This is an optimization exercise on Yosys and OpenROAD, whose aim is small area and a short achievable clock period, not a production implementation. Only simulation tests tie the RTL to the original design; equivalence was not proved. Power is estimated from default activity; no workload was simulated.

job 3243:
Design ws2812b_frame_feeder, start of the top module:
module ws2812b_frame_feeder
#(
    parameter int LEDCOUNT = 36,
    parameter int ADDR_W   = 6,
    parameter int FPS_DIV  = 90000
) (
    input  logic               clk,
    input  logic               resetn,
    input  logic               wr_en,
    input  logic [ADDR_W-1:0]  wr_addr,
    input  logic [PIXEL_W-1:0] wr_data,
    input  logic               commit,
    output logic               bitstream_available,
    output logic [PIXEL_W-1:0] bitstream,
    input  logic               bitstream_read,
    output logic               frame_busy,
    output logic               frame_done,
    output logic               commit_pending,
    output logic               frame_overrun
);
export LEC_CHECK = 0
export CAP_MARGIN = 20
export CORE_MARGIN = 2
export CORE_UTILIZATION = 75
export CTS_CLUSTER_DIAMETER = 100
export CTS_CLUSTER_SIZE = 28
export SETUP_SLACK_MARGIN = 3.0
export SLEW_MARGIN = 20
export SYNTH_HIERARCHICAL = 1
create_clock -name core_clock -period 5.0 [get_ports {clk}]
standard.sh (not shown) runs the stock make flow with config.mk's settings and CLKGATE_MAP_FILE= SYNTH_SCRIPT=/design/flow/synth_recipe.tcl, a recipe that flattens the netlist after the stock synthesis.
==> flow/flow/run.sh <==
#!/bin/bash
# The standard layout (standard.sh), with two of its steps given other options:
# ports are buffered with buf_4 cells, and clock tree synthesis adds no dummy loads.
set -euo pipefail
export BUFFER_PORTS_ARGS="-inputs -outputs -buffer_cell sky130_fd_sc_hd__buf_4"
export CTS_ARGS="-sink_clustering_enable -repair_clock_nets -dont_use_dummy_load -sink_clustering_size 28 -sink_clustering_max_diameter 100"
bash standard.sh > standard.log 2>&1
The inputs of job 2069 differ from those of job 3243 as listed below.
# job 3243
export LEC_CHECK = 0
export CAP_MARGIN = 20
export CORE_MARGIN = 2
export CORE_UTILIZATION = 75
export CTS_CLUSTER_DIAMETER = 100
export CTS_CLUSTER_SIZE = 28
export SETUP_SLACK_MARGIN = 3.0
export SLEW_MARGIN = 20
export SYNTH_HIERARCHICAL = 1
create_clock -name core_clock -period 5.0 [get_ports {clk}]
# job 2069
export LEC_CHECK = 0
export CAP_MARGIN = 20
export CORE_MARGIN = 2
export CORE_UTILIZATION = 82
export CTS_CLUSTER_DIAMETER = 100
export CTS_CLUSTER_SIZE = 24
export SETUP_SLACK_MARGIN = 3.0
export SLEW_MARGIN = 20
export SYNTH_HIERARCHICAL = 1
create_clock -name core_clock -period 5.0 [get_ports {clk}]
--- a/flow/flow/run.sh
+++ b/flow/flow/run.sh
@@ -6 +6 @@
-export CTS_ARGS="-sink_clustering_enable -repair_clock_nets -dont_use_dummy_load -sink_clustering_size 28 -sink_clustering_max_diameter 100"
+export CTS_ARGS="-sink_clustering_enable -repair_clock_nets -dont_use_dummy_load -sink_clustering_size 24 -sink_clustering_max_diameter 100"
--- outcome ---
Job 2069 gives more peak ir drop on the vdd network than job 3243 did.
Net count reported at finish ended up about 0.53% higher on job 2069 than on job 3243.
Diff job 3243 -> job 2069 | total detailed-routing wirelength | increase of 11000 um
Setup slack (lower): job 2069
Non-clock buffer count is higher on job 2069
--- input diff job 2069..job 7791 ---
# job 2069
export LEC_CHECK = 0
export CAP_MARGIN = 20
export CORE_MARGIN = 2
export CORE_UTILIZATION = 82
export CTS_CLUSTER_DIAMETER = 100
export CTS_CLUSTER_SIZE = 24
export SETUP_SLACK_MARGIN = 3.0
export SLEW_MARGIN = 20
export SYNTH_HIERARCHICAL = 1
create_clock -name core_clock -period 5.0 [get_ports {clk}]
# job 7791
export LEC_CHECK = 0
export CAP_MARGIN = 20
export CORE_MARGIN = 2
export CORE_UTILIZATION = 75
export CTS_CLUSTER_DIAMETER = 100
export CTS_CLUSTER_SIZE = 26
export SETUP_SLACK_MARGIN = 2.9
export SLEW_MARGIN = 20
export SYNTH_HIERARCHICAL = 1
create_clock -name core_clock -period 5.0 [get_ports {clk}]
--- a/flow/flow/run.sh
+++ b/flow/flow/run.sh
@@ -6 +6 @@
-export CTS_ARGS="-sink_clustering_enable -repair_clock_nets -dont_use_dummy_load -sink_clustering_size 24 -sink_clustering_max_diameter 100"
+export CTS_ARGS="-sink_clustering_enable -repair_clock_nets -dont_use_dummy_load -sink_clustering_size 26 -sink_clustering_max_diameter 100"
--- outcome ---
- Going from job 2069 to job 7791, post-route total power decreased about 2.1%, portion of total power attributed to combinational logic was more or less identical, hold slack has increased.
- What job 2069 reported for routed length on met1 has to be multiplied by 1.06 to get the figure for job 7791.
- Routed wire length (higher): job 2069

========
Setup of run A:
The RTL this note starts from:
==> flow/design.v <==
package ws2812b_pkg;
    localparam int COLOR_W = 8;
    localparam int PIXEL_W = 24;
    localparam int CYCLES_SHORT = 4;
    localparam int CYCLES_LONG  = 7;
    localparam int CYCLES_RET   = 500;
    typedef struct packed {
        logic [COLOR_W-1:0] r;
        logic [COLOR_W-1:0] g;
        logic [COLOR_W-1:0] b;
    } rgb_t;
endpackage
import ws2812b_pkg::*;
module ws2812b_aoi222 (
    input  logic a1, b1, a2, b2, a3, b3,
    output logic y
);
    assign y = !((a1 && b1) || (a2 && b2) || (a3 && b3));
endmodule
module ws2812b_nand4 (
    input  logic a, b, c, d,
    output logic y
);
    assign y = !(a && b && c && d);
endmodule
module ws2812b_nor3 (
    input  logic a, b, c,
    output logic y
);
    assign y = !(a || b || c);
endmodule
module ws2812b_nor2 (
    input  logic a, b,
    output logic y
);
    assign y = !(a || b);
endmodule
module ws2812b_dec_lo (
    input  logic [2:0] i_addr,
    output logic [7:0] o_n
);
    always_comb begin
        for (int k = 0; k < 8; k++) o_n[k] = !(i_addr == 3'(k));
    end
endmodule
module ws2812b_dec_hi (
    input  logic       i_en,
    input  logic       i_bank,
    input  logic       i_sel,
    input  logic [2:0] i_addr,
    output logic [4:0] o_n
);
    always_comb begin
        for (int k = 0; k < 5; k++) o_n[k] = !(i_en && (i_sel == i_bank) && (i_addr == 3'(k)));
    end
endmodule
module ws2812b_mux2i (
    input  logic a0, a1, s,
    output logic y
);
    assign y = !(s ? a1 : a0);
endmodule
module ws2812b_rd_bank_bit (
    input  logic [35:0] i_sel,
    input  logic [35:0] i_data,
    output logic [2:0]  o_or
);
    logic [11:0] w_t_n;
    genvar g;
    generate
        for (g = 0; g < 12; g++) begin : g_aoi
            ws2812b_aoi222 u_aoi (
                .a1 (i_sel[3*g]),     .b1 (i_data[3*g]),
                .a2 (i_sel[3*g + 1]), .b2 (i_data[3*g + 1]),
                .a3 (i_sel[3*g + 2]), .b3 (i_data[3*g + 2]),
                .y  (w_t_n[g])
            );
        end
        for (g = 0; g < 3; g++) begin : g_nand
            ws2812b_nand4 u_nand4 (
                .a (w_t_n[4*g]), .b (w_t_n[4*g + 1]), .c (w_t_n[4*g + 2]), .d (w_t_n[4*g + 3]),
                .y (o_or[g])
            );
        end
    endgenerate
endmodule
module ws2812b_pixel_ram
#(
    parameter int LEDCOUNT = 36,
    parameter int ADDR_W   = 6
) (
    input  logic                clk,
    input  logic                i_wr_en,
    input  logic                i_wr_bank,
    input  logic [ADDR_W-1:0]   i_wr_addr,
    input  logic [PIXEL_W-1:0]  i_wr_data,
    input  logic                i_rd_bank,
    input  logic [LEDCOUNT-1:0] i_rd_sel,     
    output logic [PIXEL_W-1:0]  o_rd_data     
);
    logic [LEDCOUNT-1:0][PIXEL_W-1:0] r_bank0;
    logic [LEDCOUNT-1:0][PIXEL_W-1:0] r_bank1;
    logic [PIXEL_W-1:0]               r_wr_data;
    logic [LEDCOUNT-1:0]              w_we0;
    logic [LEDCOUNT-1:0]              w_we1;
    logic [7:0]                       w_lo_n;
    logic [4:0]                       w_hi0_n;
    logic [4:0]                       w_hi1_n;
    logic [7:0]                       r_lo_n;
    logic [4:0]                       r_hi0_n;
    logic [4:0]                       r_hi1_n;
    ws2812b_dec_lo u_dec_lo (
        .i_addr (i_wr_addr[2:0]),
        .o_n    (w_lo_n)
    );
    ws2812b_dec_hi u_dec_hi0 (
        .i_en   (i_wr_en),
        .i_bank (1'b0),
        .i_sel  (i_wr_bank),
        .i_addr (i_wr_addr[5:3]),
        .o_n    (w_hi0_n)
    );
    ws2812b_dec_hi u_dec_hi1 (
        .i_en   (i_wr_en),
        .i_bank (1'b1),
        .i_sel  (i_wr_bank),
        .i_addr (i_wr_addr[5:3]),
        .o_n    (w_hi1_n)
    );
    always_ff @(posedge clk) begin
        r_lo_n    <= w_lo_n;
        r_hi0_n   <= w_hi0_n;
        r_hi1_n   <= w_hi1_n;
        r_wr_data <= i_wr_data;
    end
    ws2812b_nor2 u_we0_0 (.a (w_hi0_n[0]), .b (w_lo_n[0]), .y (w_we0[0]));
    ws2812b_nor2 u_we1_0 (.a (w_hi1_n[0]), .b (w_lo_n[0]), .y (w_we1[0]));
    genvar w;
    generate
        for (w = 1; w < LEDCOUNT; w++) begin : g_we
            ws2812b_nor2 u_we0 (.a (r_hi0_n[w / 8]), .b (r_lo_n[w % 8]), .y (w_we0[w]));
            ws2812b_nor2 u_we1 (.a (r_hi1_n[w / 8]), .b (r_lo_n[w % 8]), .y (w_we1[w]));
        end
    endgenerate
    always_ff @(posedge clk) begin
        if (w_we0[0]) r_bank0[0] <= i_wr_data;
        if (w_we1[0]) r_bank1[0] <= i_wr_data;
        for (int i = 1; i < LEDCOUNT; i++) begin
            if (w_we0[i]) r_bank0[i] <= r_wr_data;
            if (w_we1[i]) r_bank1[i] <= r_wr_data;
        end
    end
    logic [PIXEL_W-1:0][5:0] r_part;
    logic [PIXEL_W-1:0][5:0] w_part;
    always_ff @(posedge clk) begin
        r_part <= w_part;
    end
    genvar b, i;
    generate
        for (b = 0; b < PIXEL_W; b++) begin : g_bit
            logic [LEDCOUNT-1:0] w_col0;
            logic [LEDCOUNT-1:0] w_col1;
            logic                w_rd0_n;
            logic                w_rd1_n;
            for (i = 0; i < LEDCOUNT; i++) begin : g_col
                assign w_col0[i] = r_bank0[i][b];
                assign w_col1[i] = r_bank1[i][b];
            end
            ws2812b_rd_bank_bit u_rd0 (.i_sel (i_rd_sel), .i_data (w_col0), .o_or (w_part[b][2:0]));
            ws2812b_rd_bank_bit u_rd1 (.i_sel (i_rd_sel), .i_data (w_col1), .o_or (w_part[b][5:3]));
            ws2812b_nor3 u_nor0 (.a (r_part[b][0]), .b (r_part[b][1]), .c (r_part[b][2]), .y (w_rd0_n));
            ws2812b_nor3 u_nor1 (.a (r_part[b][3]), .b (r_part[b][4]), .c (r_part[b][5]), .y (w_rd1_n));
            ws2812b_mux2i u_mux (.a0 (w_rd0_n), .a1 (w_rd1_n), .s (i_rd_bank), .y (o_rd_data[b]));
        end
    endgenerate
endmodule
import ws2812b_pkg::*;
module ws2812b_frame_feeder
#(
    parameter int LEDCOUNT = 36,
    parameter int ADDR_W   = 6,
    parameter int FPS_DIV  = 90000
) (
    input  logic               clk,
    input  logic               resetn,
    input  logic               wr_en,
    input  logic [ADDR_W-1:0]  wr_addr,
    input  logic [PIXEL_W-1:0] wr_data,
    input  logic               commit,
    output logic               bitstream_available,
    output logic [PIXEL_W-1:0] bitstream,
    input  logic               bitstream_read,
    output logic               frame_busy,
    output logic               frame_done,
    output logic               commit_pending,
    output logic               frame_overrun
);
    localparam logic [16:0] TICK_SEED = 17'h1ffff;
    localparam logic [16:0] TICK_PRE  = 17'h1b6e1;
    logic [16:0] r_lfsr;
    logic        r_tick;
    logic        r_busy;
    logic        r_load;
    logic        r_avail;
    logic        r_front;
    logic        r_pending;
    logic        r_done;
    logic        r_overrun;
    logic [LEDCOUNT-1:0] r_sel;    
    logic [PIXEL_W-1:0] r_bitstream;
    logic        w_start;
    logic        w_swap;
    logic        w_fetch;
    logic        w_take;
    logic        w_last;
    logic [PIXEL_W-1:0] w_rd_data;
    assign w_start = !r_busy && r_tick;
    assign w_swap  = w_start && (r_pending || commit);
    assign w_fetch = r_busy && !r_load && !r_avail;
    assign w_take  = r_avail && bitstream_read;
    assign w_last  = w_take && r_sel[LEDCOUNT-1];
    always_ff @(posedge clk) begin
        if (!resetn || r_tick) begin
            r_lfsr <= TICK_SEED;
        end else begin
            r_lfsr <= {r_lfsr[15:0], r_lfsr[16] ^ r_lfsr[13]};
        end
    end
    always_ff @(posedge clk) begin
        if (!resetn) begin
            r_tick    <= 1'b0;
            r_busy    <= 1'b0;
            r_load    <= 1'b0;
            r_avail   <= 1'b0;
            r_front   <= 1'b0;
            r_pending <= 1'b0;
            r_done    <= 1'b0;
            r_overrun <= 1'b0;
        end else begin
            r_tick    <= (r_lfsr == TICK_PRE);
            r_load    <= w_fetch;
            r_done    <= w_last;
            r_overrun <= r_tick && r_busy;
            r_pending <= !w_swap && (r_pending || commit);
            if (w_swap) r_front <= !r_front;
            if (w_start)     r_busy <= 1'b1;
            else if (w_last) r_busy <= 1'b0;
            if (r_load)      r_avail <= 1'b1;
            else if (w_take) r_avail <= 1'b0;
        end
    end
    always_ff @(posedge clk) begin
        if (w_start) begin
            r_sel <= LEDCOUNT'(1);
        end else if (w_take) begin
            r_sel <= {r_sel[LEDCOUNT-2:0], r_sel[LEDCOUNT-1]};
        end
    end
    always_ff @(posedge clk) begin
        r_bitstream <= {w_rd_data[15:8], w_rd_data[23:16], w_rd_data[7:0]};
    end
    ws2812b_pixel_ram #(
        .LEDCOUNT (LEDCOUNT),
        .ADDR_W   (ADDR_W)
    ) u_pixel_ram (
        .clk       (clk),
        .i_wr_en   (wr_en),         
        .i_wr_bank (!r_front),
        .i_wr_addr (wr_addr),
        .i_wr_data (wr_data),
        .i_rd_bank (r_front),
        .i_rd_sel  (r_sel),
        .o_rd_data (w_rd_data)
    );
    assign bitstream_available = r_avail;
    assign bitstream           = r_bitstream;
    assign frame_busy          = r_busy;
    assign frame_done          = r_done;
    assign commit_pending      = r_pending;
    assign frame_overrun       = r_overrun;
endmodule
clock: 5.0 ns
lec_check: 0
cap_margin: 20
core_margin: 2
core_utilization: 75
cts_cluster_diameter: 100
cts_cluster_size: 18
setup_slack_margin: 2.9
slew_margin: 20
synth_hierarchical: 1
==> flow/flow/run.sh <==
#!/bin/bash
# The standard layout (standard.sh), with two of its steps given other options:
# ports are buffered with buf_4 cells, and clock tree synthesis adds no dummy
# loads and drives the flip-flops from clkbuf_8 leaf buffers.
set -euo pipefail
export BUFFER_PORTS_ARGS="-inputs -outputs -buffer_cell sky130_fd_sc_hd__buf_4"
export CTS_ARGS="-sink_clustering_enable -repair_clock_nets -dont_use_dummy_load -sink_clustering_size 18 -sink_clustering_max_diameter 100 -sink_clustering_buffer sky130_fd_sc_hd__clkbuf_8"
bash standard.sh > standard.log 2>&1
Run A | status: complete | timing, DRC, antenna: pass
Modified inputs, run B compared to run A
# run A
export LEC_CHECK = 0
export CAP_MARGIN = 20
export CORE_MARGIN = 2
export CORE_UTILIZATION = 75
export CTS_CLUSTER_DIAMETER = 100
export CTS_CLUSTER_SIZE = 18
export SETUP_SLACK_MARGIN = 2.9
export SLEW_MARGIN = 20
export SYNTH_HIERARCHICAL = 1
create_clock -name core_clock -period 5.0 [get_ports {clk}]
# run B
export LEC_CHECK = 0
export CAP_MARGIN = 20
export CORE_MARGIN = 2
export CORE_UTILIZATION = 75
export CTS_CLUSTER_DIAMETER = 100
export CTS_CLUSTER_SIZE = 26
export SETUP_SLACK_MARGIN = 2.8
export SLEW_MARGIN = 20
export SYNTH_HIERARCHICAL = 1
create_clock -name core_clock -period 5.0 [get_ports {clk}]
==> flow/flow/run.sh <==
#!/bin/bash
# The standard layout (standard.sh), with two of its steps given other options:
# ports are buffered with buf_4 cells, and clock tree synthesis adds no dummy loads.
set -euo pipefail
export BUFFER_PORTS_ARGS="-inputs -outputs -buffer_cell sky130_fd_sc_hd__buf_4"
export CTS_ARGS="-sink_clustering_enable -repair_clock_nets -dont_use_dummy_load -sink_clustering_size 26 -sink_clustering_max_diameter 100"
bash standard.sh > standard.log 2>&1
Findings:
- On final area, run B does worse than run A.
- Run B vs run A — leakage dissipation climbed slightly
- Measured against each other, run A and run B differ in number of signal-net buffers in the layout, the higher figure coming from run B.
- [run B] worst endpoint data arrival time fell 0.03 ns relative to run A
Setup changes, run B to run C
# run B
export LEC_CHECK = 0
export CAP_MARGIN = 20
export CORE_MARGIN = 2
export CORE_UTILIZATION = 75
export CTS_CLUSTER_DIAMETER = 100
export CTS_CLUSTER_SIZE = 26
export SETUP_SLACK_MARGIN = 2.8
export SLEW_MARGIN = 20
export SYNTH_HIERARCHICAL = 1
create_clock -name core_clock -period 5.0 [get_ports {clk}]
# run C
export LEC_CHECK = 0
export CAP_MARGIN = 20
export CORE_MARGIN = 2
export CORE_UTILIZATION = 75
export CTS_CLUSTER_DIAMETER = 100
export CTS_CLUSTER_SIZE = 20
export SETUP_SLACK_MARGIN = 3.0
export SLEW_MARGIN = 20
export SYNTH_HIERARCHICAL = 1
create_clock -name core_clock -period 5.0 [get_ports {clk}]
==> flow/flow/run.sh <==
#!/bin/bash
# The standard layout (standard.sh), with two of its steps given other options:
# ports are buffered with buf_4 cells, and clock tree synthesis adds no dummy
# loads and drives the flip-flops from clkbuf_8 leaf buffers.
set -euo pipefail
export BUFFER_PORTS_ARGS="-inputs -outputs -buffer_cell sky130_fd_sc_hd__buf_4"
export CTS_ARGS="-sink_clustering_enable -repair_clock_nets -dont_use_dummy_load -sink_clustering_size 20 -sink_clustering_max_diameter 100 -sink_clustering_buffer sky130_fd_sc_hd__clkbuf_8"
bash standard.sh > standard.log 2>&1
Findings:
- Run C vs run B on final critical-path setup slack: run C is the lower one.
- NOTE switching power run B->run C decreased slightly
- Cell count delta for run C relative to run B: 20 higher
- Going from run B to run C, non-clock buffer count shrinks by 2.
- Final area: run C better than run B
- Relative contribution of combinational cells to total power: run B vs run C — no meaningful difference
- Status: global-route met1 utilization parity (run B, run C)
Here is what was changed in the inputs of run D compared with run C.
# run C
export LEC_CHECK = 0
export CAP_MARGIN = 20
export CORE_MARGIN = 2
export CORE_UTILIZATION = 75
export CTS_CLUSTER_DIAMETER = 100
export CTS_CLUSTER_SIZE = 20
export SETUP_SLACK_MARGIN = 3.0
export SLEW_MARGIN = 20
export SYNTH_HIERARCHICAL = 1
create_clock -name core_clock -period 5.0 [get_ports {clk}]
# run D
export LEC_CHECK = 0
export CAP_MARGIN = 20
export CORE_MARGIN = 2
export CORE_UTILIZATION = 75
export CTS_CLUSTER_DIAMETER = 100
export CTS_CLUSTER_SIZE = 24
export SETUP_SLACK_MARGIN = 3.0
export SLEW_MARGIN = 20
export SYNTH_HIERARCHICAL = 1
create_clock -name core_clock -period 5.0 [get_ports {clk}]
==> flow/flow/run.sh <==
#!/bin/bash
# The standard layout (standard.sh), with two of its steps given other options:
# ports are buffered with buf_4 cells, and clock tree synthesis adds no dummy loads.
set -euo pipefail
export BUFFER_PORTS_ARGS="-inputs -outputs -buffer_cell sky130_fd_sc_hd__buf_4"
export CTS_ARGS="-sink_clustering_enable -repair_clock_nets -dont_use_dummy_load -sink_clustering_size 24 -sink_clustering_max_diameter 100"
bash standard.sh > standard.log 2>&1
[summary]
Run D: all stages complete, timing, DRC and antenna checks passed. The buffer count excluding the clock tree in the final layout reported for run D is smaller than that of run C by about 0.5%. Run C -> run D: cell area after layout increased slightly. [compare] base=run C new=run D: number of setup buffers added after CTS shows a reduction of 1; share of cell area taken by flip-flops and latches shows a reduction of 0.82 points.

re-timing with driven ports:
No port has a modelled driver above. Below, the same layouts with a new extraction and two added sets of constraints.
Step 1 sets driving cells, clkbuf_16 on the clock port and buf_2 on the other inputs (assumed; they add their load-dependent delay and slew).
Step 2 also shifts input and output timing later by t, the mid clock arrival at the registers, as if the neighbouring blocks saw the same clock.
Slacks: no drivers / after step 1 / after step 2; pairs: no drivers / after step 1.
| run | shift t [ns] | setup WS [ns] | slew at the worst register clock pin (ns) | cell pins on the clock port's net |
|---|---|---|---|---|
| job 3243 | 0.734 | 2.808 / 2.741 / 2.437 | 0.12 / 0.12 | 1 |
| job 2069 | 0.756 | 2.797 / 2.726 / 2.433 | 0.11 / 0.11 | 1 |
| job 7791 | 0.728 | 2.862 / 2.795 / 2.395 | 0.10 / 0.10 | 1 |
| run A | 0.737 | 2.806 / 2.733 / 2.422 | 0.11 / 0.11 | 1 |
| run B | 0.728 | 2.839 / 2.773 / 2.386 | 0.10 / 0.10 | 1 |
| run C | 0.740 | 2.809 / 2.737 / 2.400 | 0.12 / 0.12 | 1 |
| run D | 0.747 | 2.822 / 2.750 / 2.457 | 0.10 / 0.10 | 1 |
After both steps every run listed still meets setup and hold. The setup slack of job 7791, which loses most, moves by -0.067 ns with the drivers and by -0.467 ns with both steps.
